Background: an optimization exercise with open tools, aiming at small area. Do not read the settings as production practice. RTL that was checked went through simulation tests only; none was proved equivalent to the original. The RTL of run 3 was laid out without a check of its function. Power and IR drop assume default switching activity.

[design/flow/flow/run.sh]
#!/bin/bash
# Standard layout with three changes: after floorplanning, OpenROAD's
# restructure remaps the combinational logic for area; port buffers are the
# smallest buffer; clock tree synthesis adds no dummy loads and uses small
# clusters of clkbuf_8 leaf buffers.
set -euo pipefail
export BUFFER_PORTS_ARGS="-buffer_cell sky130_fd_sc_hd__buf_1"
export CTS_ARGS="-sink_clustering_enable -repair_clock_nets -dont_use_dummy_load -buf_list sky130_fd_sc_hd__clkbuf_8 -sink_clustering_size 20 -sink_clustering_max_diameter 50"
bash standard.sh floorplan > standard_floorplan.log 2>&1
R=orfs/results/$FLOW_PLATFORM/dcache/base
cp $R/2_floorplan.odb $R/2_floorplan_pre_restructure.odb
mkdir -p restructure_work
openroad -no_init -threads ${NUM_CORES:-4} -exit flow/restructure.tcl > restructure.log 2>&1
bash standard.sh finish > standard_finish.log 2>&1
[design/flow/flow/restructure.tcl]
# Remap the combinational logic of the floorplanned design for area.
set plat $::env(FLOW_HOME)/platforms/sky130hd
set lib $plat/lib/sky130_fd_sc_hd__tt_025C_1v80.lib
set r orfs/results/$::env(FLOW_PLATFORM)/dcache/base
read_liberty $lib
read_db $r/2_floorplan_pre_restructure.odb
read_sdc $r/2_floorplan.sdc
source $plat/setRC.tcl
set_dont_use {sky130_fd_sc_hd__probe_p_8 sky130_fd_sc_hd__probec_p_8 sky130_fd_sc_hd__lpflow_*}
report_design_area
report_worst_slack -max
restructure -target area -liberty_file $lib \
  -tielo_port sky130_fd_sc_hd__conb_1/LO -tiehi_port sky130_fd_sc_hd__conb_1/HI \
  -work_dir restructure_work -abc_logfile restructure_abc.log
report_design_area
report_worst_slack -max
write_db $r/2_floorplan.odb
[design/flow/standard.sh]
#!/bin/bash
# synth_recipe.tcl (not shown) runs the flow's synth.tcl, then flattens the netlist and writes it again
# the make line also repeats each setting of config.mk as NAME=value (left out here)
make -C /OpenROAD-flow-scripts/flow DESIGN_CONFIG=/design/flow/config.mk WORK_HOME=/design/flow/orfs CLKGATE_MAP_FILE= SYNTH_SCRIPT=/design/flow/synth_recipe.tcl "${@:-finish}"
[design/flow/config.mk]
export PLATFORM = sky130hd
export DESIGN_NAME = dcache
export DESIGN_NICKNAME = dcache
export VERILOG_FILES = /design/flow/design.v
export SDC_FILE = /design/flow/constraint.sdc
export NUM_CORES = 4
export LEC_CHECK = 0
export CAP_MARGIN = 20
export CORE_MARGIN = 2
export CORE_UTILIZATION = 60
export PLACE_DENSITY = 0.7
export SLEW_MARGIN = 20
[design/flow/constraint.sdc]
create_clock -name core_clock -period 10.0 [get_ports {CLK}]
set_input_delay 2.0000 -clock core_clock [delete_from_list [all_inputs] [get_ports {CLK}]]
set_output_delay 2.0000 -clock core_clock [all_outputs]
set_load 0.01 [all_outputs]
[design/flow/design.v]
package cachePkg;
    typedef logic [31:0] word_t;
    typedef logic [31:0] addr_t;
    typedef logic [25:0] tag_t;    
    typedef logic [2:0] index_t;   
    typedef struct packed {
        logic ren;
        logic wen;
        addr_t addr;
        word_t store;
    } cpuReq_t;
    typedef struct packed {
        logic hit;       
        word_t load;
    } cpuResp_t;
    typedef struct packed {
        logic ren;
        logic wen;
        addr_t addr;
        word_t store;
    } memReq_t;
    typedef struct packed {
        logic busy;      
        word_t load;
    } memResp_t;
    typedef enum logic [2:0] {
        compareTag,
        writeBack0,
        writeBack1,
        allocate0,
        allocate1
    } ctrlState_t;
endpackage
`timescale 1ns/1ns
module dcache (
    input  logic        CLK,
    input  logic        nRST,
    input  logic        cpu_ren,
    input  logic        cpu_wen,
    input  logic [31:0] cpu_addr,
    input  logic [31:0] cpu_store,
    output logic        cpu_hit,
    output logic [31:0] cpu_load,
    output logic        mem_ren,
    output logic        mem_wen,
    output logic [31:0] mem_addr,
    output logic [31:0] mem_store,
    input  logic        mem_busy,
    input  logic [31:0] mem_load
);
    localparam logic [3:0] S_CMP = 4'd0;    
    localparam logic [3:0] S_VIC = 4'd1;    
    localparam logic [3:0] S_WB0 = 4'd2;    
    localparam logic [3:0] S_WBW = 4'd3;    
    localparam logic [3:0] S_WB1 = 4'd4;    
    localparam logic [3:0] S_RD0 = 4'd5;    
    localparam logic [3:0] S_FW0 = 4'd6;    
    localparam logic [3:0] S_RD1 = 4'd7;    
    localparam logic [3:0] S_FW1 = 4'd8;    
    localparam logic [3:0] S_TAG = 4'd9;    
    logic [3:0]  state;
    logic [4:0]  t;
    logic        seen;       
    logic        vway;       
    logic        wbWord;     
    logic [25:0] atag;       
    logic [31:0] buffer;     
    logic [25:0] tags  [16];
    logic [15:0] valid;
    logic [15:0] dirty;
    logic [7:0]  lru;
    logic [31:0] words [32];
    logic [25:0] reqTag;
    logic [2:0]  reqIndex;
    logic        reqWord;
    logic        request;
    assign reqTag = cpu_addr[31:6];
    assign reqIndex = cpu_addr[5:3];
    assign reqWord = cpu_addr[2];
    assign request = cpu_ren || cpu_wen;
    logic [25:0] tagOut;
    logic        validOut;
    logic        dirtyOut;
    logic        lruOut;
    logic [31:0] wordOut;
    assign tagOut = tags[15];
    assign validOut = valid[15];
    assign dirtyOut = dirty[15];
    assign lruOut = lru[7];
    assign wordOut = words[31];
    logic setHere;       
    logic missNow;
    logic vicNow;
    logic tagWrite;      
    logic [25:0] newTag;
    logic victimHere;    
    logic fill;
    logic lineMatch;
    logic hit;
    logic fillOther;
    logic writeData;
    logic [31:0] newWord;
    assign setHere = (t[2:0] == reqIndex);
    assign victimHere = setHere && (t[3] == vway);
    assign fillOther = (state == S_FW0) && victimHere && (t[4] != reqWord);
    assign fill = (state == S_FW1) && victimHere && (t[4] == reqWord);
    assign missNow = (state == S_CMP) && request && setHere && !lineMatch && seen;
    assign vicNow = (missNow && (t[3] == lruOut)) || ((state == S_VIC) && victimHere);
    assign tagWrite = (vicNow && !(validOut && dirtyOut)) || ((state == S_TAG) && victimHere);
    assign newTag = tagWrite ? reqTag : tagOut;
    assign lineMatch = fill || (validOut && (tagOut == reqTag));
    assign hit = request && setHere && lineMatch && (t[4] == reqWord);
    assign writeData = fillOther || fill || (hit && cpu_wen);
    logic takeStore;
    assign takeStore = cpu_wen && !fillOther;
    assign newWord = ({32{!writeData}} & wordOut)
                   | ({32{writeData && takeStore}} & cpu_store)
                   | ({32{writeData && !takeStore}} & buffer);
    assign cpu_hit = hit;
    assign cpu_load = newWord;
    always_ff @(posedge CLK) begin
        words[0] <= newWord;
        for (int i = 1; i < 32; i++) words[i] <= words[i-1];
        tags[0] <= newTag;
        for (int i = 1; i < 16; i++) tags[i] <= tags[i-1];
        dirty <= {dirty[14:0], (hit && cpu_wen) || (!fill && dirtyOut)};
    end
    always_ff @(posedge CLK, negedge nRST) begin
        if (!nRST) begin
            valid <= '0;
            lru <= '0;
        end else begin
            valid <= {valid[14:0], fill || (validOut && !tagWrite)};
            lru <= {lru[6:0], hit ? !t[3] : lruOut};
        end
    end
    logic memDone;
    assign memDone = !mem_busy;
    always_ff @(posedge CLK, negedge nRST) begin
        if (!nRST) begin
            state <= S_CMP;
            t <= '0;
            seen <= 1'b0;
        end else begin
            t <= t + 5'd1;
            seen <= 1'b0;
            case (state)
                S_CMP: begin
                    if (request) begin
                        seen <= setHere ? !lineMatch && !seen : seen;
                        if (missNow) begin
                            state <= !vicNow ? S_VIC : (validOut && dirtyOut) ? S_WB0 : S_RD0;
                        end
                    end
                end
                S_VIC: begin
                    if (vicNow) begin
                        state <= (validOut && dirtyOut) ? S_WB0 : S_RD0;
                    end
                end
                S_WB0: begin
                    if (memDone) state <= (victimHere && t[4] != wbWord) ? S_WB1 : S_WBW;
                end
                S_WBW: begin
                    if (victimHere && t[4] != wbWord) state <= S_WB1;
                end
                S_WB1: begin
                    if (memDone) state <= S_TAG;
                end
                S_TAG: begin
                    if (victimHere) state <= S_RD0;
                end
                S_RD0: begin
                    if (memDone) state <= S_FW0;
                end
                S_FW0: begin
                    if (fillOther) state <= memDone ? S_FW1 : S_RD1;
                end
                S_RD1: begin
                    if (memDone) state <= S_FW1;
                end
                S_FW1: begin
                    if (fill) state <= S_CMP;
                end
                default: state <= S_CMP;
            endcase
        end
    end
    logic takeWord;
    logic takeLoad;
    assign takeWord = vicNow
                   || ((state == S_WBW || (state == S_WB0 && memDone)) && victimHere && t[4] != wbWord);
    assign takeLoad = (state == S_RD0 || state == S_RD1 || fillOther) && memDone;
    always_ff @(posedge CLK) begin
        if (state == S_CMP) begin
            vway <= lruOut;
        end
        if (state == S_CMP || state == S_VIC) begin
            wbWord <= t[4];
        end
        if (vicNow || ((state == S_TAG) && victimHere)) begin
            atag <= newTag;
        end
        if (takeWord || takeLoad) begin
            buffer <= ({32{takeWord}} & wordOut) | ({32{!takeWord}} & mem_load);
        end
    end
    logic writeBack;
    assign writeBack = (state == S_WB0) || (state == S_WB1);
    assign mem_wen = writeBack;
    assign mem_ren = (state == S_RD0) || (state == S_RD1) || fillOther;
    assign mem_addr = {atag, reqIndex,
                       writeBack ? (wbWord ^ (state == S_WB1)) : (reqWord ^ (state == S_RD0)),
                       2'b00};
    assign mem_store = buffer;
endmodule
==> results of run 1 <==
-- metal layers --
layer	up-vias	routed length, um	track usage
met5	-	0	0
met4	0	1540	0.0633
met3	144	2830	0.0393
met2	435	18800	0.222
met1	6498	22100	0.227
li1	6668	-	-
-- sequential cells by signal (all words and copies together) (netlist names) --
signal  count
valid      16
lru         8
state       4
buffer     32
words    1024
t           5
vway        1
tags      416
dirty      16
seen        1
atag       26
wbWord      1
-- worst paths after layout --
kind	start	slack (ns)	to
setup / recovery	cpu_addr[31]	1.83	cpu_load[10]
hold / removal	tags[7][3]	0.28	tags[8][3]
setup reg to reg	state[1]	5.63	buffer[25]
hold reg to reg	tags[7][3]	0.28	tags[8][3]
max in group asynchronous	nRST	8.04	lru[0]
min in group asynchronous	nRST	1.42	valid[0]
-- placed cells by master (no fill, tap or decap), types with 2 or more instances in the layout --
| master | n |
|---|---|
| buf_1 | 194 |
| o211ai_1 | 3 |
| nand3_1 | 2 |
| conb_1 | 4 |
| o221a_1 | 2 |
| a21oi_1 | 6 |
| diode_2 | 3 |
| nor3_1 | 7 |
| nor4b_1 | 2 |
| clkbuf_8 | 93 |
| buf_4 | 6 |
| a22o_1 | 34 |
| nand2b_1 | 2 |
| dfxtp_1 | 1456 |
| o21ai_0 | 11 |
| a2bb2oi_1 | 3 |
| a221oi_1 | 4 |
| nor4_1 | 2 |
| o22ai_1 | 40 |
| o22a_1 | 2 |
| o2111ai_1 | 3 |
| clkinv_1 | 108 |
| o21ai_4 | 2 |
| dfrtp_1 | 34 |
| o2bb2ai_1 | 5 |
| nand4_1 | 2 |
| a222oi_1 | 34 |
| nor2_1 | 27 |
| o21a_1 | 4 |
| nand2_1 | 5 |
| a22oi_1 | 10 |
| edfxtp_1 | 60 |
-- cell families (layout without fill, tap and decap cells) --
family	after synthesis	after routing	synth area share
AO/OA/AOI/OAI	75	172	0.0161
XOR/XNOR	38	0	0.00967
adder cells (fa/ha/maj)	1	0	0.000363
buffers and inverters	48	403	0.00698
flip-flops	1550	1550	0.924
multiplexers	63	0	0.0205
other	1	7	0.000109
AND/OR/NAND/NOR	153	51	0.0223
-- power groups by stage --
stage | sequential [mW] | clock [mW] | combinational (mW)
after global placement | 6.74 | 0 | 0.291
after floorplan | 6.59 | 0 | 0.194
final | 6.61 | 2.45 | 0.333
after global routing | 6.65 | 2.78 | 0.362
after detailed placement | 6.76 | 0 | 0.318
after CTS | 6.62 | 2.55 | 0.320
-- area by class of cell --
type / instances / share of cell area
Multi-Input combinational cell: 227 / 0.0442
Timing Repair Buffer: 202 / 0.0215
Clock buffer: 93 / 0.0347
Inverter: 108 / 0.0110
Antenna cell: 3 / 0.000204
Tap cell: 756 / 0.0257
Sequential cell: 1550 / 0.863
-- worst max-delay path, delay by kind of cell --
family                 cells  cell delay (ns)
AND/OR/NAND/NOR            6             2.51
buffers and inverters      5             1.06
AO/OA/AOI/OAI              2             0.60
==> results.yml, run 1 <==
worst_setup_path:
  crit_fanout: 20
  cp.required_ns: 8.00
  crit_path_cell_trace: "buf_1 -> clkinv_1 -> o22ai_1 -> nor4b_1 -> nand4_1 -> nor4b_1 -> nand2b_1 -> nand3_1 -> and3_2 -> buf_4 -> a222oi_1 -> clkinv_1 -> buf_1"
  worstSetupPathType: "input port to output port"
  critPathCaptureType: "output port"
  cp.arrival_ns: 6.17
  critPathSlowestCell: "nor4b_1"
  cp-start-kind: "input port"
  reg2reg_depth: 12
  cpPeakStageDelay_ns: 1.01
synth:
  yosys-top-cells-area: "dfxtp_1, edfxtp_1, dfrtp_1"
  synth.most_common_cell: "dfxtp_1"
  syn_area_um2: 34400
  syn_avg_cell_area_um2: 17.8
  yosys-top-cells-count: "dfxtp_1, nand2_1, edfxtp_1, mux2_2, nand4_1"
  synth_edf_count: 60
  synth_warnings: 3
  ys_seq_elements: 1550
  synth_cell_type_count: 58
  syn_inst: 1929
  synth.largest_area_cell: "dfxtp_1"
  synth_top_area_frac: 0.847
  seq_area_frac_synth: 0.924
  async_flop_share: 0.0219
  synth_ff_type: "dfxtp_1"
die:
  design.core.area_um2: 56500
  fp.dieArea_um2: 59300
  die_h_um: 243
  start_util: 0.609
  num_rows: 87
  die_x_um: 243
  pin_count: 200
sta:
  worst_slack_ns: 1.83
  hold_violations: 0
  worstMarginPinSlew_ns: 1.12
  finClkSkew_ns: 0.0636
  finalSetupViolCount: 0
  maxSlewViolCount: 0
  max_slew_margin: 0.246
  fmax_mhz: 122
  period_share: 0.817
  hold-worst-slack_ns: 0.277
  rsz0062_at_grt: "no"
  layout_min_cycle_time_ns: 8.17
  finalSetupTns_ns: 0
layout:
  fin_area_um2: 36900
  fill_cells: 3871
  final_cells: 2939
  fin_nets: 2283
  drive_gt1_frac: 0.0486
  layout.area.seq_um2: 31800
  fin_util: 0.652
  syn_to_final_growth_pct: 7.11
  multi_input_comb_area_um2: 1630
cts:
  clock_latency_ns: 0.69
  clock-sinks: 1550
  post_cts_buffers: 0
  cts_buffers: 93
  ctsRootBufferMaster: "clkbuf_8"
  ctsHoldBuffers: 0
  cts_tree: "yes"
  ctsResizeCount: 0
  max-clock-path-buffers: 3
  clk_pin_slew_ns: 0.11
  htreeDepth: 3
global_route:
  antenna_found_initial: 4
  grt_max_degree: 35
  grt_overflow_total: 0
  grt_usage: 0.155
  grt_pass1_vias: 13800
  grt_pass1_wl_mm: 72.0
worst_hold_path:
  hold_class: "register to register"
  whs_path_depth: 0
power_and_ir_drop:
  clkPwrFrac: 0.261
  pwr-share-seq: 0.704
  p_comb_frac: 0.035
  p_leak_nw: 14.4
  switching_share: 0.206
  p_switching_mw: 1.94
  max-vdd-ir-drop_mv: 0.161
  p_total_mw: 9.40
  power.density_nw_per_um2: 255
  intPower_mw: 7.46
route:
  drtIter0Drc: 1036
  dr.pass1.iters: 8
  ant_nets: 0
  vias: 13700
  via_per_inst: 4.68
  drc: 0
  wire_per_inst_um: 15.4
  drt_wl_total_mm: 45.3
place:
  place_congestion: 0.939
  dp_hpwl_mm: 27.5
  post-place-cells: 2843
  placed_area_um2: 35600
  port_buffers: 195
  dp_slack_ns: 1.87
run:
  cap_viol_max_count: 0
run_status:
  outcome: "no timing/DRC/antenna violations"
==> inputs of run 2 (changes only) <==
--- a/design/flow/config.mk
+++ b/design/flow/config.mk
@@ -9,4 +9,4 @@
 export CORE_MARGIN = 2
-export CORE_UTILIZATION = 60
-export PLACE_DENSITY = 0.7
+export CORE_UTILIZATION = 40
+export PLACE_DENSITY = 0.6
 export SLEW_MARGIN = 20
==> results.yml, run 2 <==
run_status:
  outcome: "no timing/DRC/antenna violations"
die:
  start_util: 0.404
  fp.dieArea_um2: 88400
  die_h_um: 297
  design.core.area_um2: 85300
  pin_count: 200
  die_x_um: 297
  num_rows: 107
power_and_ir_drop:
  max-vdd-ir-drop_mv: 0.116
  p_leak_nw: 14.5
  power.density_nw_per_um2: 254
route:
  drt_wl_total_mm: 45.7
  dr.pass1.iters: 14
  wire_per_inst_um: 13.7
  drtIter0Drc: 990
  ant_nets: 0
  vias: 13900
  drc: 0
  via_per_inst: 4.15
synth:
  syn_area_um2: 34400
  synth_top_area_frac: 0.847
  async_flop_share: 0.0219
  yosys-top-cells-count: "dfxtp_1, nand2_1, edfxtp_1, mux2_2, nand4_1"
  yosys-top-cells-area: "dfxtp_1, edfxtp_1, dfrtp_1"
  synth_cell_type_count: 58
  synth_ff_type: "dfxtp_1"
  synth.largest_area_cell: "dfxtp_1"
  syn_avg_cell_area_um2: 17.8
  synth_warnings: 3
  syn_inst: 1929
  ys_seq_elements: 1550
  synth.most_common_cell: "dfxtp_1"
  seq_area_frac_synth: 0.924
  synth_edf_count: 60
global_route:
  grt_overflow_total: 0
  grt_usage: 0.103
  use_met3: 0.0294
  grt_pass1_vias: 14000
  busiest_layer: "met1"
  use_met1: 0.147
  grt_pass1_wl_mm: 73.0
  grtUsageMet2: 0.146
  antenna_found_initial: 6
  grt_max_degree: 35
cts:
  ctsResizeCount: 0
  cts_tree: "yes"
  max-clock-path-buffers: 3
  cts_buffers: 105
  htreeDepth: 3
  ctsHoldBuffers: 0
  clock_latency_ns: 0.74
  ctsRootBufferMaster: "clkbuf_8"
  clk_pin_slew_ns: 0.10
  clock-sinks: 1550
  post_cts_buffers: 0
layout:
  regMostFlops: "words"
  drive_gt1_frac: 0.0543
  largest_register_ffs: 1024
  final_cells: 3340
  final_cell_mix: "dfxtp_1, buf_1, clkinv_1"
  layout.area.seq_um2: 31800
  fin_nets: 2295
  syn_to_final_growth_pct: 9.01
  multi_input_comb_area_um2: 1640
  final_common_cell: "dfxtp_1"
  top_regs: "words (1024), tags (416), buffer (32)"
  fill_cells: 7395
  fin_util: 0.440
sta:
  fmax_mhz: 127
  finalSetupTns_ns: 0
  rsz0062_at_grt: "no"
  period_share: 0.788
  layout_min_cycle_time_ns: 7.88
  max_slew_margin: 0.291
  finalSetupViolCount: 0
  finClkSkew_ns: 0.103
  maxSlewViolCount: 0
  worstMarginPinSlew_ns: 1.06
  hold_violations: 0
place:
  port_buffers: 195
  post-place-cells: 3231
  place_congestion: 0.817
  dp_hpwl_mm: 27.0
worst_setup_path:
  cp.required_ns: 8.00
  worstSetupPathType: "input port to output port"
  crit_fanout: 26
  crit_start: "cpu_addr[31]"
  critPathCaptureType: "output port"
  r2r_start: "state[1]"
  cp-start-kind: "input port"
  cp.arrival_ns: 5.88
worst_hold_path:
  hold_class: "register to register"
  worstHoldStart: "words[15][11]"
run:
  cap_viol_max_count: 0
## run 2: changes by cell type in the layout (fill, tap and decap cells not counted), sizes merged
| cell | delta |
|---|---|
| diode | +1 |
| clkbuf | +12 |
## run 2: path summary, 6_finish.rpt
kind                            slack, ns       endpoint  cells after the start
worst max-delay path                 2.12   cpu_load[20]                     13
worst min-delay path                 0.26  words[16][11]                      0
worst max register to register       5.22        atag[0]                     11
worst min register to register       0.26  words[16][11]                      0
max in group asynchronous            8.03       valid[1]                      1
min in group asynchronous            1.38       valid[9]                      1
## run 2: cells by family after synthesis
group | count (synthesis) | share of synthesized area
muxes | 63 | 0.0205
and+or+nand+nor | 153 | 0.0223
AOI/OAI and AO/OA | 75 | 0.0161
buffers and inverters | 48 | 0.00698
xor gates and xnor gates | 38 | 0.00967
other | 1 | 0.000109
adders and majority gates | 1 | 0.000363
DFF | 1550 | 0.924
## run 2: power by group
part | internal, mW | switching (mW) | total [mW] | leakage [nW]
logic | 0.103 | 0.228 | 0.331 | 1.01
clock network | 0.938 | 1.65 | 2.59 | 0.755
registers | 6.52 | 0.0966 | 6.62 | 12.8
total | 7.56 | 1.98 | 9.54 | 14.5
## run 2: metal layers
metal  routed length (um)  vias to the layer above
li1                     -                     6683
met1                22300                     6524
met2                18100                      489
met3                 3390                      161
met4                 1900                        0
met5                    0                        -
## run 2: stage by stage
| step | instance area [um^2] | hold slack (ns) | worst slack [ns] | power [mW] |
|---|---|---|---|---|
| floorplan | 34400 | 0.310 | 4.04 | 6.79 |
| global placement | 36100 | 0.309 | 2.08 | 7.03 |
| detailed placement | 36100 | 0.312 | 2.04 | 7.08 |
| CTS | 37500 | 0.255 | 2.01 | 9.67 |
| global route | 37500 | 0.254 | 1.88 | 9.96 |
| finish | 37500 | 0.256 | 2.12 | 9.54 |
## run 2: final cells by class
class,instances,share of cell area
timing repair buffer,202,0.0209
sequential,1550,0.848
tap,1144,0.0382
multi-input combinational,227,0.0436
inverter,108,0.0108
antenna,4,0.000267
clock buffer,105,0.0385
## run 2: worst max-delay path, stage by stage
cell and delay [ns]:
buf_1 0.12, clkinv_1 0.11, o22ai_1 0.13, nor4b_1 0.45, nand4_1 0.21, nor4b_2 0.72
nand2b_1 0.24, nand3_1 0.14, and3_2 0.39, buf_4 0.32, a222oi_1 0.63, clkinv_1 0.22
buf_1 0.17
==> inputs of run 3 (changes only) <==
--- a/design/flow/design.v
+++ b/design/flow/design.v
@@ -63,3 +63,3 @@
     logic        seen;       
-    logic        vway;       
+    logic        ready;      
     logic        wbWord;     
@@ -86,5 +86,5 @@
     assign tagOut = tags[15];
-    assign validOut = valid[15];
+    assign validOut = valid[15] && ready;
     assign dirtyOut = dirty[15];
-    assign lruOut = lru[7];
+    assign lruOut = lru[7] && ready;
     assign wordOut = words[31];
@@ -103,3 +103,3 @@
     assign setHere = (t[2:0] == reqIndex);
-    assign victimHere = setHere && (t[3] == vway);
+    assign victimHere = setHere && (t[3] == lruOut);    
     assign fillOther = (state == S_FW0) && victimHere && (t[4] != reqWord);
@@ -107,3 +107,3 @@
     assign missNow = (state == S_CMP) && request && setHere && !lineMatch && seen;
-    assign vicNow = (missNow && (t[3] == lruOut)) || ((state == S_VIC) && victimHere);
+    assign vicNow = (missNow || (state == S_VIC)) && victimHere;
     assign tagWrite = (vicNow && !(validOut && dirtyOut)) || ((state == S_TAG) && victimHere);
@@ -127,10 +127,5 @@
     end
-    always_ff @(posedge CLK, negedge nRST) begin
-        if (!nRST) begin
-            valid <= '0;
-            lru <= '0;
-        end else begin
-            valid <= {valid[14:0], fill || (validOut && !tagWrite)};
-            lru <= {lru[6:0], hit ? !t[3] : lruOut};
-        end
+    always_ff @(posedge CLK) begin
+        valid <= {valid[14:0], fill || (validOut && !tagWrite)};
+        lru <= {lru[6:0], hit ? !t[3] : lruOut};
     end
@@ -143,4 +138,6 @@
             seen <= 1'b0;
+            ready <= 1'b0;
         end else begin
             t <= t + 5'd1;
+            if (t == 5'd15) ready <= 1'b1;
             seen <= 1'b0;
@@ -194,5 +191,2 @@
     always_ff @(posedge CLK) begin
-        if (state == S_CMP) begin
-            vway <= lruOut;
-        end
         if (state == S_CMP || state == S_VIC) begin
==> results.yml, run 3 <==
place:
  place_congestion: 0.870
  dp_hpwl_mm: 27.3
  port_buffers: 195
  post-place-cells: 3289
sta:
  worstMarginPinSlew_ns: 1.17
  max_slew_margin: 0.220
  hold_violations: 0
  finalSetupTns_ns: 0
  fmax_mhz: 126
  finalSetupViolCount: 0
  rsz0062_at_grt: "no"
  maxSlewViolCount: 0
  period_share: 0.797
  layout_min_cycle_time_ns: 7.97
  finClkSkew_ns: 0.130
worst_setup_path:
  worstSetupPathType: "input port to output port"
  cp.arrival_ns: 5.97
  r2r_start: "tags[15][6]"
  r2r_slack_ns: 5.69
  crit_fanout: 33
  cp-start-kind: "input port"
  cp.required_ns: 8.00
  crit_start: "cpu_addr[5]"
  critPathCaptureType: "output port"
layout:
  syn_to_final_growth_pct: 9.35
  final_cell_mix: "dfxtp_1, buf_1, clkinv_1"
  final_common_cell: "dfxtp_1"
  drive_gt1_frac: 0.0533
  final_cells: 3398
  regMostFlops: "words"
  fin_util: 0.441
  fill_cells: 7513
  fin_nets: 2353
  top_regs: "words (1024), tags (416), buffer (32)"
  largest_register_ffs: 1024
synth:
  synthXorXnorAreaFrac: 0.00968
  syn_avg_cell_area_um2: 18.0
  synth_top_family_by_area: "compound AO/OA/AOI/OAI gates"
  synth_top_area_frac: 0.862
  synth_compound_area_frac: 0.0237
  synth_edf_count: 59
  yosys-top-cells-count: "dfxtp_1, edfxtp_1, mux2_2, nand3_1, a221o_1"
  synth_ff_type: "dfxtp_1"
  syn_area_um2: 34400
  async_flop_share: 0.00710
  yosys-top-cells-area: "dfxtp_1, edfxtp_1, mux2_2"
  synth.largest_area_cell: "dfxtp_1"
  synth-simple-area-share: 0.0169
  syn_inst: 1906
  synth_fa_ha_area_frac: 0.000728
  synth_mux_area_frac: 0.0193
  synth_cell_type_count: 56
  seq_area_frac_synth: 0.922
  synth_warnings: 3
  synth.most_common_cell: "dfxtp_1"
  ys_seq_elements: 1550
cts:
  ctsRootBufferMaster: "clkbuf_8"
  post_cts_buffers: 0
  ctsResizeCount: 0
  htreeDepth: 3
  clock-sinks: 1550
  clk_pin_slew_ns: 0.09
  cts_buffers: 105
  clock_latency_ns: 0.73
  cts_tree: "yes"
  ctsHoldBuffers: 0
  max-clock-path-buffers: 3
route:
  wire_per_inst_um: 13.6
  drt_wl_total_mm: 46.2
  vias: 14100
  drc: 0
  drtIter0Drc: 756
  dr.pass1.iters: 6
  via_per_inst: 4.15
  ant_nets: 0
global_route:
  grt_usage: 0.103
  grt_pass1_wl_mm: 73.1
  grt_pass1_vias: 14000
  antenna_found_initial: 3
  grt_overflow_total: 0
  grt_max_degree: 34
power_and_ir_drop:
  max-vdd-ir-drop_mv: 0.144
  pwr-share-seq: 0.701
  power.density_nw_per_um2: 238
  intPower_mw: 7.22
  p_switching_mw: 1.72
  p_leak_nw: 14.4
  p_comb_frac: 0.009
  clkPwrFrac: 0.291
  switching_share: 0.192
die:
  die_h_um: 297
  pin_count: 200
  start_util: 0.404
  design.core.area_um2: 85100
  num_rows: 107
  die_x_um: 297
  fp.dieArea_um2: 88300
worst_hold_path:
  worstHoldStart: "words[17][12]"
  hold_class: "register to register"
run:
  cap_viol_max_count: 0
run_status:
  outcome: "no timing/DRC/antenna violations"
-- run 3: changes by cell type after synthesis, sizes merged, moves of 23 or more --
| cell | before | now |
|---|---|---|
| nand4 | 36 | 2 |
| nand2 | 75 | 9 |
| nand3 | 7 | 43 |
| dfrtp | 34 | 11 |
| a221o | 1 | 33 |
| dfxtp | 1456 | 1480 |
| a31oi | 2 | 32 |
| o211ai | 31 | 1 |
-- run 3: logic make-up (layout without fill, tap and decap cells) --
kind of cell	after synthesis	after routing
AND/OR/NAND/NOR	105	86
flip-flops	1550	1550
other	1	8
XOR/XNOR	38	1
multiplexers	59	0
adder cells (fa/ha/maj)	2	0
AO/OA/AOI/OAI	104	163
buffers and inverters	47	446
-- run 3: metrics by stage --
step | hold slack (ns) | setup slack (ns) | power [mW] | area [um^2]
floorplan | 0.310 | 4.36 | 6.58 | 34400
global placement | 0.310 | 2.20 | 6.47 | 36100
detailed placement | 0.312 | 2.09 | 6.48 | 36100
CTS | 0.238 | 2.07 | 9.06 | 37600
global route | 0.236 | 1.64 | 9.29 | 37600
finish | 0.240 | 2.03 | 8.93 | 37600
-- run 3: layout make-up --
type | instances | area (um^2) | area share
Sequential cell | 1550 | 31700 | 0.843
Multi-Input combinational cell | 254 | 1710 | 0.0454
Clock buffer | 105 | 1450 | 0.0385
Tap cell | 1144 | 1430 | 0.0381
Timing Repair Buffer | 204 | 800 | 0.0213
Inverter | 137 | 514 | 0.0137
Antenna cell | 4 | 10.0 | 0.000266
-- run 3: path summary, 6_finish.rpt --
check                                 to  cells after the start
min reg2reg                words[18][12]                      0
max in group asynchronous           t[4]                      1
max reg2reg                      atag[0]                     13
max                          cpu_load[6]                     11
min                        words[18][12]                      0
min in group asynchronous       state[0]                      1
-- run 3: power groups by stage --
stage	Combinational [mW]	Sequential [mW]	Clock, mW
after global routing	0.0858	6.27	2.94
final	0.0785	6.26	2.59
after detailed placement	0.0764	6.40	0
after CTS	0.0768	6.26	2.73
after floorplan	0.120	6.46	0
after global placement	0.0717	6.40	0
-- run 3: worst max-delay path: stages --
cell and delay, ns:
buf_1 0.10, xor2_1 0.16, a221oi_1 0.22, o221ai_1 0.27, nand2b_1 0.24, nor4_1 0.63
nor2_1 0.12, nor3_1 0.67, nand2_2 0.74, o221ai_1 0.53, buf_1 0.20
-- run 3: layer usage --
| metal | GRT usage | up-vias | wire length [um] |
|---|---|---|---|
| li1 | - | 6820 | - |
| met1 | 0.148 | 6720 | 22900 |
| met2 | 0.149 | 428 | 18900 |
| met3 | 0.0252 | 150 | 2740 |
| met4 | 0.0435 | 0 | 1600 |
| met5 | 0 | - | 0 |
==> inputs of run 4 (changes only) <==
--- a/design/flow/design.v
+++ b/design/flow/design.v
@@ -50,12 +50,12 @@
 );
-    localparam logic [3:0] S_CMP = 4'd0;    
-    localparam logic [3:0] S_VIC = 4'd1;    
-    localparam logic [3:0] S_WB0 = 4'd2;    
-    localparam logic [3:0] S_WBW = 4'd3;    
-    localparam logic [3:0] S_WB1 = 4'd4;    
-    localparam logic [3:0] S_RD0 = 4'd5;    
-    localparam logic [3:0] S_FW0 = 4'd6;    
-    localparam logic [3:0] S_RD1 = 4'd7;    
-    localparam logic [3:0] S_FW1 = 4'd8;    
-    localparam logic [3:0] S_TAG = 4'd9;    
+    localparam logic [3:0] S_CMP = 4'b0000;    
+    localparam logic [3:0] S_VIC = 4'b0001;    
+    localparam logic [3:0] S_WB0 = 4'b1000;    
+    localparam logic [3:0] S_WBW = 4'b0010;    
+    localparam logic [3:0] S_WB1 = 4'b1001;    
+    localparam logic [3:0] S_RD0 = 4'b1100;    
+    localparam logic [3:0] S_FW0 = 4'b0101;    
+    localparam logic [3:0] S_RD1 = 4'b1101;    
+    localparam logic [3:0] S_FW1 = 4'b0100;    
+    localparam logic [3:0] S_TAG = 4'b0011;    
     logic [3:0]  state;
@@ -189,3 +189,3 @@
                    || ((state == S_WBW || (state == S_WB0 && memDone)) && victimHere && t[4] != wbWord);
-    assign takeLoad = (state == S_RD0 || state == S_RD1 || fillOther) && memDone;
+    assign takeLoad = mem_ren && memDone;
     always_ff @(posedge CLK) begin
@@ -202,7 +202,7 @@
     logic writeBack;
-    assign writeBack = (state == S_WB0) || (state == S_WB1);
+    assign writeBack = state[3] && !state[2];
     assign mem_wen = writeBack;
-    assign mem_ren = (state == S_RD0) || (state == S_RD1) || fillOther;
+    assign mem_ren = (state[3] && state[2]) || fillOther;
     assign mem_addr = {atag, reqIndex,
-                       writeBack ? (wbWord ^ (state == S_WB1)) : (reqWord ^ (state == S_RD0)),
+                       state[0] ^ (writeBack ? wbWord : !reqWord),
                        2'b00};
--- a/design/flow/config.mk
+++ b/design/flow/config.mk
@@ -9,4 +9,4 @@
 export CORE_MARGIN = 2
-export CORE_UTILIZATION = 40
-export PLACE_DENSITY = 0.6
+export CORE_UTILIZATION = 85
+export PLACE_DENSITY = 0.93
 export SLEW_MARGIN = 20
==> results.yml, run 4 <==
synth:
  syn_area_um2: 34000
  ys_seq_elements: 1550
  synth_edf_count: 59
  syn_avg_cell_area_um2: 18.0
  synth_cell_type_count: 54
  async_flop_share: 0.00710
  synth_ff_type: "dfxtp_1"
  syn_inst: 1887
  synth_top_area_frac: 0.870
  seq_area_frac_synth: 0.931
  synth.largest_area_cell: "dfxtp_1"
  yosys-top-cells-count: "dfxtp_1, edfxtp_1, mux2_2, nand2_1, o21ai_0"
  yosys-top-cells-area: "dfxtp_1, edfxtp_1, mux2_2"
  synth_warnings: 3
  synth.most_common_cell: "dfxtp_1"
die:
  die_h_um: 204
  num_rows: 73
  die_x_um: 204
  start_util: 0.859
  pin_count: 200
run_status:
  outcome: "stopped before the end"
  lastStage: "3_5_place_dp"
  first-error: "Error: detail_place.tcl, 38 bad optional access"
place:
  port_buffers: 195
  place_congestion: 0.858
==> run 4: cell types whose count changed after synthesis, sizes merged, moves of 7 or more <==
cell,previous run,this run
a221o,33,0
a22oi,0,32
a31oi,32,3
clkbuf,20,13
nand2,9,53
nand3,43,6
o21ai,7,41
xnor2,20,8
xor2,18,29
==> run 4: metrics by stage <==
step | setup WS (ns) | power (mW) | cell area [um^2] | hold slack, ns | std cells
2_1_floorplan | 4.29 | 6.77 | 34000 | 0.310 | 1888
3_3_place_gp | 2.26 | 6.84 | 35100 | 0.310 | 2617
==> run 4: worst max-delay path by stage <==
| stage | endpoint | start | cells past startpoint | slack [ns] |
|---|---|---|---|---|
| global placement | cpu_load[13] | cpu_addr[4] | 11 | 2.26 |
| floorplan | cpu_load[10] | cpu_addr[3] | 9 | 4.29 |
==> run 4: power by group through the flow <==
stage                   registers (mW)  clock network [mW]  logic [mW]
after floorplan                   6.58                   0       0.191
after global placement            6.60                   0       0.243
==> run 4: kinds of logic after synthesis <==
logic type,count (synthesis),synth area share
xor+xnor,37,0.00952
fa+ha+maj,2,0.000735
simple gates,102,0.0144
compound gates,100,0.0197
buf+inv,36,0.00544
mux,59,0.0195
other cells,1,0.000110
flops,1550,0.931
==> inputs of run 5 (changes only) <==
--- a/design/flow/config.mk
+++ b/design/flow/config.mk
@@ -9,4 +9,4 @@
 export CORE_MARGIN = 2
-export CORE_UTILIZATION = 85
-export PLACE_DENSITY = 0.93
+export CORE_UTILIZATION = 80
+export PLACE_DENSITY = 0.88
 export SLEW_MARGIN = 20
==> results.yml, run 5 <==
run_status:
  outcome: "no timing/DRC/antenna violations"
sta:
  max_slew_margin: 0.236
  hold_violations: 0
  finalSetupTns_ns: 0
  period_share: 0.832
  worstMarginPinSlew_ns: 1.15
  maxSlewViolCount: 0
  layout_min_cycle_time_ns: 8.32
  fmax_mhz: 120
  rsz0062_at_grt: "no"
  finClkSkew_ns: 0.0416
  finalSetupViolCount: 0
worst_setup_path:
  cp.required_ns: 8.00
  cp.arrival_ns: 6.32
  crit_fanout: 32
  cp-start-kind: "input port"
  critPathCaptureType: "output port"
  worstSetupPathType: "input port to output port"
route:
  drc: 0
  ant_nets: 0
  wire_per_inst_um: 20.8
  drtIter0Drc: 1186
  dr.pass1.iters: 7
  via_per_inst: 5.25
  vias: 14300
  drt_wl_total_mm: 56.5
synth:
  yosys-top-cells-area: "dfxtp_1, edfxtp_1, mux2_2"
  synth.largest_area_cell: "dfxtp_1"
  synth_cell_type_count: 54
  syn_avg_cell_area_um2: 18.0
  async_flop_share: 0.00710
  yosys-top-cells-count: "dfxtp_1, edfxtp_1, mux2_2, nand2_1, o21ai_0"
  ys_seq_elements: 1550
  synth_edf_count: 59
  syn_area_um2: 34000
  seq_area_frac_synth: 0.931
  synth_ff_type: "dfxtp_1"
  syn_inst: 1887
  synth.most_common_cell: "dfxtp_1"
  synth_warnings: 3
  synth_top_area_frac: 0.870
die:
  die_x_um: 210
  start_util: 0.811
  pin_count: 200
  design.core.area_um2: 41900
  fp.dieArea_um2: 44200
  die_h_um: 210
  num_rows: 75
power_and_ir_drop:
  p_leak_nw: 14.2
  power.density_nw_per_um2: 254
  max-vdd-ir-drop_mv: 0.210
place:
  port_buffers: 195
  place_congestion: 0.917
  dp_hpwl_mm: 33.8
layout:
  final_common_cell: "dfxtp_1"
  fin_nets: 2283
  fin_util: 0.867
  syn_to_final_growth_pct: 6.84
  drive_gt1_frac: 0.0454
  top_regs: "words (1024), tags (416), buffer (32)"
  final_cell_mix: "dfxtp_1, buf_1, clkbuf_8"
  regMostFlops: "words"
  largest_register_ffs: 1024
cts:
  ctsHoldBuffers: 0
  cts_tree: "yes"
  clock-sinks: 1550
  htreeDepth: 3
  clk_pin_slew_ns: 0.12
  ctsResizeCount: 0
  post_cts_buffers: 0
  max-clock-path-buffers: 3
  ctsRootBufferMaster: "clkbuf_8"
  cts_buffers: 87
  clock_latency_ns: 0.68
worst_hold_path:
  hold_class: "register to register"
global_route:
  grt_max_degree: 41
  grt_overflow_total: 0
  grt_pass1_wl_mm: 85.2
  antenna_found_initial: 4
  grt_usage: 0.259
  grt_pass1_vias: 15300
run:
  cap_viol_max_count: 0
==> run 5: final cells by class <==
type                    instances  area, um^2
flip-flops and latches       1550       31700
fillers                      1534        5580
multi-input cells             273        1780
clock buffers                  87        1200
repair buffers                202         785
well taps                     539         674
inverters                      68         255
diodes                          2        5.00
==> run 5: metal layers <==
| layer | part of all wire | vias up | wire [um] | global-route usage |
|---|---|---|---|---|
| met2 | 0.49 | 615 | 27800 | 0.440 |
| met5 | 0.00021 | - | 12 | 0 |
| li1 | - | 6653 | - | - |
| met3 | 0.050 | 232 | 2850 | 0.0505 |
| met4 | 0.040 | 2 | 2260 | 0.108 |
| met1 | 0.42 | 6779 | 23600 | 0.332 |
==> run 5: through the flow <==
stage	power (mW)	worst slack, ns	std cells	area, um^2	hold WS (ns)
after CTS	9.24	1.79	2719	36400	0.288
after global routing	9.48	1.56	2720	36400	0.293
after global placement	6.84	2.23	2632	35200	0.310
final	9.22	1.68	2721	36400	0.301
after floorplan	6.77	4.29	1888	34000	0.310
after detailed placement	6.90	1.85	2632	35200	0.312
==> run 5: logic make-up after synthesis <==
family | after synthesis | share of synthesized area
DFF | 1550 | 0.931
and+or+nand+nor | 102 | 0.0144
AOI/OAI and AO/OA | 100 | 0.0197
muxes | 59 | 0.0195
xor gates and xnor gates | 37 | 0.00952
buffers and inverters | 36 | 0.00544
adders and majority gates | 2 | 0.000735
other | 1 | 0.000110
==> run 5: path summary, 6_finish.rpt <==
path	endpoint	startpoint	slack, ns	cells past startpoint
max	cpu_load[29]	cpu_addr[4]	1.68	11
min	words[8][22]	words[7][22]	0.30	0
max reg2reg	atag[10]	t[0]	5.17	9
min reg2reg	words[8][22]	words[7][22]	0.30	0
max in group asynchronous	state[1]	nRST	8.09	1
min in group asynchronous	t[2]	nRST	1.37	1
==> run 5: where the power goes <==
part | internal [mW] | total [mW] | switching, mW | leakage (nW)
clock | 0.791 | 2.44 | 1.65 | 0.626
sequential | 6.40 | 6.48 | 0.0853 | 12.6
combinational | 0.0925 | 0.303 | 0.210 | 0.938
total | 7.28 | 9.22 | 1.94 | 14.2
==> run 5: critical path: stages <==
cell and delay (ns):
buf_1 0.11, a22o_1 0.25, nor3_1 0.73, o221ai_1 0.42
clkinv_1 0.26, nand4_1 0.18, nor3_1 0.25, nand2b_2 0.94
a22oi_1 0.24, o21ai_0 0.70, buf_1 0.21
==> inputs of run 6 (changes only) <==
--- a/design/flow/config.mk
+++ b/design/flow/config.mk
@@ -9,4 +9,4 @@
 export CORE_MARGIN = 2
-export CORE_UTILIZATION = 80
-export PLACE_DENSITY = 0.88
+export CORE_UTILIZATION = 40
+export PLACE_DENSITY = 0.6
 export SLEW_MARGIN = 20
==> results.yml, run 6 <==
power_and_ir_drop:
  power.density_nw_per_um2: 250
  max-vdd-ir-drop_mv: 0.139
  p_leak_nw: 14.3
worst_hold_path:
  whs_path_depth: 0
  hold_class: "register to register"
die:
  design.core.area_um2: 84000
  fp.dieArea_um2: 87400
  pin_count: 200
  start_util: 0.405
  die_h_um: 296
  die_x_um: 296
  num_rows: 106
route:
  drc: 0
  drtIter0Drc: 663
  vias: 13700
  drt_wl_total_mm: 45.0
  ant_nets: 0
  wire_per_inst_um: 13.5
  dr.pass1.iters: 5
  via_per_inst: 4.11
layout:
  regMostFlops: "words"
  drive_gt1_frac: 0.0541
  multi_input_comb_area_um2: 1780
  top_regs: "words (1024), tags (416), buffer (32)"
  final_cell_mix: "dfxtp_1, buf_1, clkbuf_8"
  fill_cells: 7347
  largest_register_ffs: 1024
  syn_to_final_growth_pct: 9.86
  layout.area.seq_um2: 31700
  fin_nets: 2303
  final_common_cell: "dfxtp_1"
worst_setup_path:
  cp.depth: 11
  crit_fanout: 32
  reg2reg_depth: 10
  worstSetupPathType: "input port to output port"
  cpPeakStageDelay_ns: 0.92
  critPathTopFamily: "simple AND/OR/NAND/NOR gates"
  cp.arrival_ns: 5.75
  cp.required_ns: 8.00
  crit_path_cell_trace: "buf_1 -> a22o_1 -> nor3_1 -> o221ai_1 -> clkinv_1 -> nand4_1 -> nor3_1 -> nand2b_2 -> a22oi_1 -> o21ai_0 -> buf_1"
  critical_path_buf_inv_count: 3
  critPathCaptureType: "output port"
  cp-start-kind: "input port"
  critPathSlowestCell: "nand2b_2"
cts:
  clock_latency_ns: 0.71
  clk_pin_slew_ns: 0.10
  post_cts_buffers: 0
  htreeDepth: 3
  ctsHoldBuffers: 0
  ctsRootBufferMaster: "clkbuf_8"
  ctsResizeCount: 0
  cts_tree: "yes"
  max-clock-path-buffers: 3
  cts_buffers: 107
  clock-sinks: 1550
synth:
  syn_inst: 1887
  syn_avg_cell_area_um2: 18.0
  syn_area_um2: 34000
  synth_ff_type: "dfxtp_1"
  synth.largest_area_cell: "dfxtp_1"
  synth_warnings: 3
  async_flop_share: 0.00710
  yosys-top-cells-count: "dfxtp_1, edfxtp_1, mux2_2, nand2_1, o21ai_0"
  synth.most_common_cell: "dfxtp_1"
  synth_edf_count: 59
  yosys-top-cells-area: "dfxtp_1, edfxtp_1, mux2_2"
  ys_seq_elements: 1550
  synth_cell_type_count: 54
  synth_top_area_frac: 0.870
  seq_area_frac_synth: 0.931
sta:
  max_slew_margin: 0.267
  finalSetupViolCount: 0
  worstMarginPinSlew_ns: 1.10
  fmax_mhz: 129
  layout_min_cycle_time_ns: 7.75
  hold-worst-slack_ns: 0.217
  hold_violations: 0
  rsz0062_at_grt: "no"
  finalSetupTns_ns: 0
  period_share: 0.775
  finClkSkew_ns: 0.105
  maxSlewViolCount: 0
global_route:
  grt_pass1_vias: 13600
  grt_pass1_wl_mm: 71.0
  grt_overflow_total: 0
  grt_max_degree: 65
  antenna_found_initial: 2
  grt_usage: 0.103
place:
  port_buffers: 195
  dp_hpwl_mm: 25.5
  place_congestion: 0.841
run:
  cap_viol_max_count: 0
run_status:
  outcome: "no timing/DRC/antenna violations"
==> run 6: cell counts after synthesis <==
No cell type changed its count.
==> run 6: per-stage QoR <==
stage | instances | total power, mW | cell area, um^2 | setup WS (ns) | utilization
after detailed placement | 3227 | 6.88 | 35900 | 2.31 | 0.428
after floorplan | 1888 | 6.77 | 34000 | 4.29 | -
after global routing | 3336 | 9.77 | 37400 | 2.06 | 0.445
after global placement | 3227 | 6.85 | 35900 | 2.54 | 0.428
final | 3338 | 9.36 | 37400 | 2.25 | 0.445
after CTS | 3334 | 9.51 | 37400 | 2.31 | 0.445
==> run 6: layout make-up <==
type / count / share of cell area
clock buffer: 107 / 0.0394
timing repair buffer: 202 / 0.0210
tap: 1134 / 0.0379
multi-input combinational: 273 / 0.0475
sequential: 1550 / 0.847
inverter: 68 / 0.00683
antenna: 4 / 0.000268
==> run 6: cell families after synthesis <==
group	Yosys count	share of synthesized area
DFF	1550	0.931
other	1	0.000110
xor gates and xnor gates	37	0.00952
muxes	59	0.0195
adders and majority gates	2	0.000735
and+or+nand+nor	102	0.0144
AOI/OAI and AO/OA	100	0.0197
buffers and inverters	36	0.00544
==> run 6: per-layer routing <==
metal	GRT usage	part of all wire
met5	0	0
met4	0.0522	0.040
met3	0.0258	0.051
met2	0.148	0.42
met1	0.143	0.49
==> run 6: path summary, 6_finish.rpt <==
kind | start | endpoint | slack, ns
min | words[20][10] | words[21][10] | 0.22
max reg2reg | t[0] | atag[4] | 4.96
max | cpu_addr[4] | cpu_load[1] | 2.25
max in group asynchronous | nRST | state[3] | 8.22
min in group asynchronous | nRST | ready | 1.30
min reg2reg | words[20][10] | words[21][10] | 0.22
==> run 6: report_power, final <==
part           internal [mW]  total [mW]  switching [mW]
Sequential              6.40        6.47          0.0695
Combinational         0.0923       0.280           0.188
Clock                  0.956        2.61            1.66
==> inputs of run 7 (changes only) <==
--- a/design/flow/config.mk
+++ b/design/flow/config.mk
@@ -9,4 +9,4 @@
 export CORE_MARGIN = 2
-export CORE_UTILIZATION = 40
-export PLACE_DENSITY = 0.6
+export CORE_UTILIZATION = 70
+export PLACE_DENSITY = 0.8
 export SLEW_MARGIN = 20
==> results.yml, run 7 <==
run_status:
  outcome: "no timing/DRC/antenna violations"
power_and_ir_drop:
  power.density_nw_per_um2: 252
  p_leak_nw: 14.2
  p_total_mw: 9.21
  max-vdd-ir-drop_mv: 0.163
cts:
  cts_buffers: 91
  clock-sinks: 1550
  ctsRootBufferMaster: "clkbuf_8"
  htreeDepth: 3
  clock_latency_ns: 0.69
  max-clock-path-buffers: 3
  clk_pin_slew_ns: 0.11
  ctsResizeCount: 0
  cts_tree: "yes"
  ctsHoldBuffers: 0
  post_cts_buffers: 0
die:
  pin_count: 200
  die_h_um: 225
  die_x_um: 225
  num_rows: 80
  fp.dieArea_um2: 50400
  design.core.area_um2: 47800
  start_util: 0.711
place:
  dp_hpwl_mm: 28.2
  place_congestion: 0.875
  post-place-cells: 2708
  port_buffers: 195
worst_setup_path:
  crit_path_cell_trace: "buf_1 -> a22o_1 -> nor3_1 -> o221ai_1 -> clkinv_1 -> nand4_1 -> nor3_1 -> nand2b_2 -> a22oi_1 -> o21ai_0 -> buf_1"
  crit_fanout: 32
  cp.required_ns: 8.00
  critPathTopFamily: "simple AND/OR/NAND/NOR gates"
  cp-start-kind: "input port"
  cp.arrival_ns: 5.81
  critPathCaptureType: "output port"
  critical_path_buf_inv_count: 3
  cpPeakStageDelay_ns: 0.85
  worstSetupPathType: "input port to output port"
  critPathSlowestCell: "nand2b_2"
sta:
  fmax_mhz: 128
  worstMarginPinSlew_ns: 1.03
  period_share: 0.781
  hold_violations: 0
  finalSetupTns_ns: 0
  finClkSkew_ns: 0.0632
  layout_min_cycle_time_ns: 7.81
  max_slew_margin: 0.313
  rsz0062_at_grt: "no"
  maxSlewViolCount: 0
  hold-worst-slack_ns: 0.284
  finalSetupViolCount: 0
route:
  ant_nets: 0
  dr.pass1.iters: 6
  drtIter0Drc: 931
  via_per_inst: 4.90
  drc: 0
  drt_wl_total_mm: 47.7
  wire_per_inst_um: 17.0
  vias: 13700
layout:
  final_cell_mix: "dfxtp_1, buf_1, clkbuf_8"
  fin_util: 0.763
  final_common_cell: "dfxtp_1"
  final_cells: 2801
  layout.area.seq_um2: 31700
  top_regs: "words (1024), tags (416), buffer (32)"
  largest_register_ffs: 1024
  fin_nets: 2287
  regMostFlops: "words"
  syn_to_final_growth_pct: 7.29
  fill_cells: 2609
  multi_input_comb_area_um2: 1780
  drive_gt1_frac: 0.0472
global_route:
  grt_overflow_total: 0
  grt_usage: 0.190
  antenna_found_initial: 0
  grt_max_degree: 65
  grt_pass1_wl_mm: 73.1
  grt_pass1_vias: 14100
synth:
  syn_area_um2: 34000
  syn_inst: 1887
  synth.most_common_cell: "dfxtp_1"
  synth.largest_area_cell: "dfxtp_1"
  synth_top_area_frac: 0.870
  synth_cell_type_count: 54
  yosys-top-cells-area: "dfxtp_1, edfxtp_1, mux2_2"
  synth_ff_type: "dfxtp_1"
  synth_warnings: 3
  ys_seq_elements: 1550
  seq_area_frac_synth: 0.931
  yosys-top-cells-count: "dfxtp_1, edfxtp_1, mux2_2, nand2_1, o21ai_0"
  synth_edf_count: 59
  syn_avg_cell_area_um2: 18.0
  async_flop_share: 0.00710
run:
  cap_viol_max_count: 0
worst_hold_path:
  hold_class: "register to register"
run 7: final timing paths:
kind | start | end | slack (ns) | cells past startpoint
worst max-delay path | cpu_addr[4] | cpu_load[31] | 2.19 | 11
worst min-delay path | dirty[1] | dirty[2] | 0.28 | 0
worst max register to register | t[1] | atag[3] | 5.09 | 9
worst min register to register | dirty[1] | dirty[2] | 0.28 | 0
max in group asynchronous | nRST | ready | 8.15 | 1
min in group asynchronous | nRST | state[2] | 1.35 | 1
run 7: metrics by stage:
| stage | cell area, um^2 | setup slack [ns] |
|---|---|---|
| floorplan | 34000 | 4.29 |
| global route | 36500 | 1.92 |
| CTS | 36500 | 2.21 |
| finish | 36500 | 2.19 |
| global placement | 35300 | 2.37 |
| detailed placement | 35300 | 2.23 |
run 7: cell families (layout without fill, tap and decap cells):
kind of cell               after synthesis  in the layout  synth area share
xor gates and xnor gates                37              1           0.00952
muxes                                   59              0            0.0195
adders and majority gates                2              0          0.000735
and+or+nand+nor                        102             77            0.0144
AOI/OAI and AO/OA                      100            191            0.0197
DFF                                   1550           1550             0.931
buffers and inverters                   36            361           0.00544
other                                    1              6          0.000110
run 7: metal layers:
layer	up-vias	routed length [um]	GRT usage
li1	6667	-	-
met1	6467	22100	0.261
met2	440	21300	0.295
met3	141	2690	0.0413
met4	0	1560	0.0844
met5	-	0	0
run 7: cell type report:
class | count | share of cell area
clock buffer | 91 | 0.0343
inverter | 68 | 0.00699
sequential | 1550 | 0.867
multi-input combinational | 273 | 0.0486
timing repair buffer | 202 | 0.0215
tap | 615 | 0.0211
antenna | 2 | 0.000137
run 7: where the power goes:
part           internal [mW]  switching [mW]  leakage, nW
logic                 0.0924           0.194        0.938
registers               6.40          0.0763         12.6
clock network          0.824            1.62        0.654
==> inputs of run 8 (changes only) <==
--- a/design/flow/design.v
+++ b/design/flow/design.v
@@ -68,3 +68,3 @@
     logic [25:0] tags  [16];
-    logic [15:0] valid;
+    logic [7:0]  both;
     logic [15:0] dirty;
@@ -81,3 +81,4 @@
     logic [25:0] tagOut;
-    logic        validOut;
+    logic        validOut;   
+    logic        bothOut;
     logic        dirtyOut;
@@ -86,5 +87,6 @@
     assign tagOut = tags[15];
-    assign validOut = valid[15] && ready;
+    assign bothOut = both[7] && ready;
     assign dirtyOut = dirty[15];
     assign lruOut = lru[7] && ready;
+    assign validOut = bothOut || (!t[3] && lruOut);
     assign wordOut = words[31];
@@ -108,5 +110,5 @@
     assign vicNow = (missNow || (state == S_VIC)) && victimHere;
-    assign tagWrite = (vicNow && !(validOut && dirtyOut)) || ((state == S_TAG) && victimHere);
+    assign tagWrite = (vicNow && !(bothOut && dirtyOut)) || ((state == S_TAG) && victimHere);
     assign newTag = tagWrite ? reqTag : tagOut;
-    assign lineMatch = fill || (validOut && (tagOut == reqTag));
+    assign lineMatch = fill || ((state == S_CMP) && validOut && (tagOut == reqTag));
     assign hit = request && setHere && lineMatch && (t[4] == reqWord);
@@ -128,3 +130,3 @@
     always_ff @(posedge CLK) begin
-        valid <= {valid[14:0], fill || (validOut && !tagWrite)};
+        both <= {both[6:0], (fill && t[3]) || bothOut};
         lru <= {lru[6:0], hit ? !t[3] : lruOut};
@@ -148,3 +150,3 @@
                         if (missNow) begin
-                            state <= !vicNow ? S_VIC : (validOut && dirtyOut) ? S_WB0 : S_RD0;
+                            state <= !vicNow ? S_VIC : (bothOut && dirtyOut) ? S_WB0 : S_RD0;
                         end
@@ -154,3 +156,3 @@
                     if (vicNow) begin
-                        state <= (validOut && dirtyOut) ? S_WB0 : S_RD0;
+                        state <= (bothOut && dirtyOut) ? S_WB0 : S_RD0;
                     end
==> results.yml, run 8 <==
cts:
  ctsResizeCount: 0
  cts_tree: "yes"
  post_cts_buffers: 0
  max-clock-path-buffers: 3
  cts_buffers: 89
  ctsHoldBuffers: 0
  clk_pin_slew_ns: 0.10
  clock-sinks: 1542
  htreeDepth: 3
  clock_latency_ns: 0.69
  ctsRootBufferMaster: "clkbuf_8"
worst_hold_path:
  min_to: "tags[4][21]"
  whs_path_depth: 0
  worstHoldStart: "tags[3][21]"
  hold_class: "register to register"
place:
  place_congestion: 0.876
  dp_slack_ns: 2.25
  port_buffers: 195
  dp_hpwl_mm: 26.4
  post-place-cells: 2680
synth:
  synth-simple-area-share: 0.0175
  synth_top_area_frac: 0.866
  ys_seq_elements: 1542
  syn_inst: 1851
  syn_avg_cell_area_um2: 18.4
  synthXorXnorAreaFrac: 0.00953
  yosys-top-cells-area: "dfxtp_1, edfxtp_1, mux2_2"
  synth_ff_type: "dfxtp_1"
  synth_fa_ha_area_frac: 0.00110
  synth_edf_count: 59
  syn_area_um2: 34000
  synth_compound_area_frac: 0.0171
  synth.most_common_cell: "dfxtp_1"
  synth_warnings: 3
  async_flop_share: 0.00713
  synth.largest_area_cell: "dfxtp_1"
  synth_mux_area_frac: 0.0223
  synth_cell_type_count: 48
  yosys-top-cells-count: "dfxtp_1, edfxtp_1, mux2_2, and2_1, a221o_1"
  synth_top_family_by_area: "multiplexers"
  seq_area_frac_synth: 0.926
layout:
  final_cell_mix: "dfxtp_1, buf_1, clkinv_1"
  fin_util: 0.759
  syn_to_final_growth_pct: 6.79
  final_common_cell: "dfxtp_1"
  top_regs: "words (1024), tags (416), buffer (32)"
  regMostFlops: "words"
  final_cells: 2773
  largest_register_ffs: 1024
  drive_gt1_frac: 0.0473
  fin_nets: 2259
die:
  num_rows: 80
  pin_count: 200
  fp.dieArea_um2: 50400
  die_x_um: 224
  start_util: 0.711
  die_h_um: 224
  design.core.area_um2: 47800
worst_setup_path:
  r2r_slack_ns: 4.93
  reg2reg_to: "atag[12]"
  cpMostUsedCell: "clkinv_1"
  worstSetupPathType: "input port to output port"
  cp.arrival_ns: 5.63
  critPathCaptureType: "output port"
  r2r_start: "tags[15][1]"
  reg2reg_depth: 10
  cp-start-kind: "input port"
  critPathSlowestCell: "nor4_1"
  crit_path_cell_trace: "buf_1 -> clkinv_1 -> o22ai_1 -> nor4_1 -> nand3_1 -> nor4b_1 -> clkinv_1 -> nor2_1 -> nor2_4 -> buf_16 -> a222oi_1 -> clkinv_1 -> buf_1"
  crit_fanout: 18
  cpPeakStageDelay_ns: 0.79
  cp.required_ns: 8.00
global_route:
  grt_usage: 0.189
  grt_max_degree: 35
  grt_pass1_wl_mm: 72.8
  busiest_layer: "met2"
  grt_pass1_vias: 13800
  use_met3: 0.0451
  grtUsageMet2: 0.296
  use_met1: 0.262
  grt_overflow_total: 0
  antenna_found_initial: 2
route:
  wire_per_inst_um: 17.1
  drtIter0Drc: 974
  drt_wl_total_mm: 47.3
  dr.pass1.iters: 7
  via_per_inst: 4.87
  vias: 13500
  drc: 0
  ant_nets: 0
sta:
  fmax_mhz: 131
  rsz0062_at_grt: "no"
  finalSetupViolCount: 0
  hold_violations: 0
  maxSlewViolCount: 0
  worstMarginPinSlew_ns: 1.13
  worst_slack_ns: 2.37
  finalSetupTns_ns: 0
  max_slew_margin: 0.238
  finClkSkew_ns: 0.0610
  period_share: 0.763
  layout_min_cycle_time_ns: 7.63
power_and_ir_drop:
  p_leak_nw: 14.1
  power.density_nw_per_um2: 255
  max-vdd-ir-drop_mv: 0.186
run:
  cap_viol_max_count: 0
run_status:
  outcome: "no timing/DRC/antenna violations"
-- run 8: cell count changes after synthesis, sizes merged, moves of 8 or more --
cell / change
dfxtp: -8
a22oi: -32
a221o: +32
o21ai: -32
nand2: -40
and2: +34
-- run 8: critical path: cells and delay by family --
| kind | cells | cell delay [ns] |
|---|---|---|
| buffers and inverters | 6 | 0.95 |
| AOI/OAI and AO/OA | 2 | 0.55 |
| and+or+nand+nor | 5 | 2.08 |
-- run 8: stage by stage --
stage	power (mW)	area (um^2)	hold WS [ns]
after CTS	9.34	36300	0.274
after floorplan	6.69	34000	0.310
final	9.25	36300	0.275
after global routing	9.59	36300	0.265
after global placement	6.93	35000	0.310
after detailed placement	6.96	35000	0.312
-- run 8: area by class of cell --
class | count | area, um^2
Antenna cell | 2 | 5.00
Clock buffer | 89 | 1220
Fill cell | 2677 | 11500
Inverter | 101 | 379
Multi-Input combinational cell | 223 | 1620
Sequential cell | 1542 | 31500
Tap cell | 615 | 769
Timing Repair Buffer | 201 | 817
-- run 8: per-layer routing --
layer / wire length, um / share of wire
met1: 21900 / 0.46
met3: 2380 / 0.050
met5: 0 / 0
met4: 1200 / 0.025
met2: 21900 / 0.46
-- run 8: kinds of logic (layout without fill, tap and decap cells) --
family / after synthesis / in the layout
flops: 1542 / 1542
fa+ha+maj: 3 / 0
other cells: 1 / 6
xor+xnor: 37 / 1
compound gates: 67 / 163
simple gates: 103 / 55
buf+inv: 37 / 391
mux: 61 / 0
-- run 8: worst max-delay path by stage --
stage,startpoint,cells past startpoint,to
final,cpu_addr[7],13,cpu_load[11]
after CTS,cpu_addr[7],11,cpu_load[28]
after global routing,cpu_addr[10],13,cpu_load[11]
after floorplan,cpu_addr[31],7,cpu_load[22]
after global placement,cpu_addr[31],11,cpu_load[28]
after detailed placement,cpu_addr[7],11,cpu_load[28]
-- run 8: power breakdown --
group          internal (mW)  switching [mW]  leakage (nW)
clock network          0.806            1.62         0.640
registers               6.42          0.0964          12.6
logic                  0.103           0.210         0.889
total                   7.33            1.93          14.1

separate check: timing with driven ports:
In the flow no input, the clock included, has a driving cell. The finished layouts below were timed again as built, in two steps. Step 1 (the two cells are an assumption about what drives the block):
set clk [get_ports {CLK}]
set_driving_cell -lib_cell sky130_fd_sc_hd__clkbuf_16 $clk
set_driving_cell -lib_cell sky130_fd_sc_hd__buf_2 [delete_from_list [all_inputs] $clk]
Step 2, shift: input delay + t, output delay - t, t = (earliest + latest rising clock arrival at the registers) / 2. This alone moves slack from input paths to output paths. Slacks: no drivers / after step 1 / after step 2; pairs: no drivers / after step 1.
run	t (ns)	setup slack, ns	worst slew at a driven data input, ns	pins driven straight from the clock port
run 1	0.719	1.830 / 1.804 / 1.804	0.09	1
run 2	0.736	2.118 / 2.092 / 2.092	0.08	1
run 3	0.724	2.034 / 1.944 / 1.944	0.13	1
run 5	0.712	1.676 / 1.655 / 1.655	0.08	1
run 6	0.727	2.252 / 2.228 / 2.228	0.10	1
run 7	0.716	2.185 / 2.164 / 2.164	0.09	1
run 8	0.715	2.366 / 2.336 / 2.336	0.09	1
After both steps every run listed still meets setup and hold. The setup slack of run 3, which loses most, moves by -0.090 ns with the drivers and by -0.090 ns with both steps.
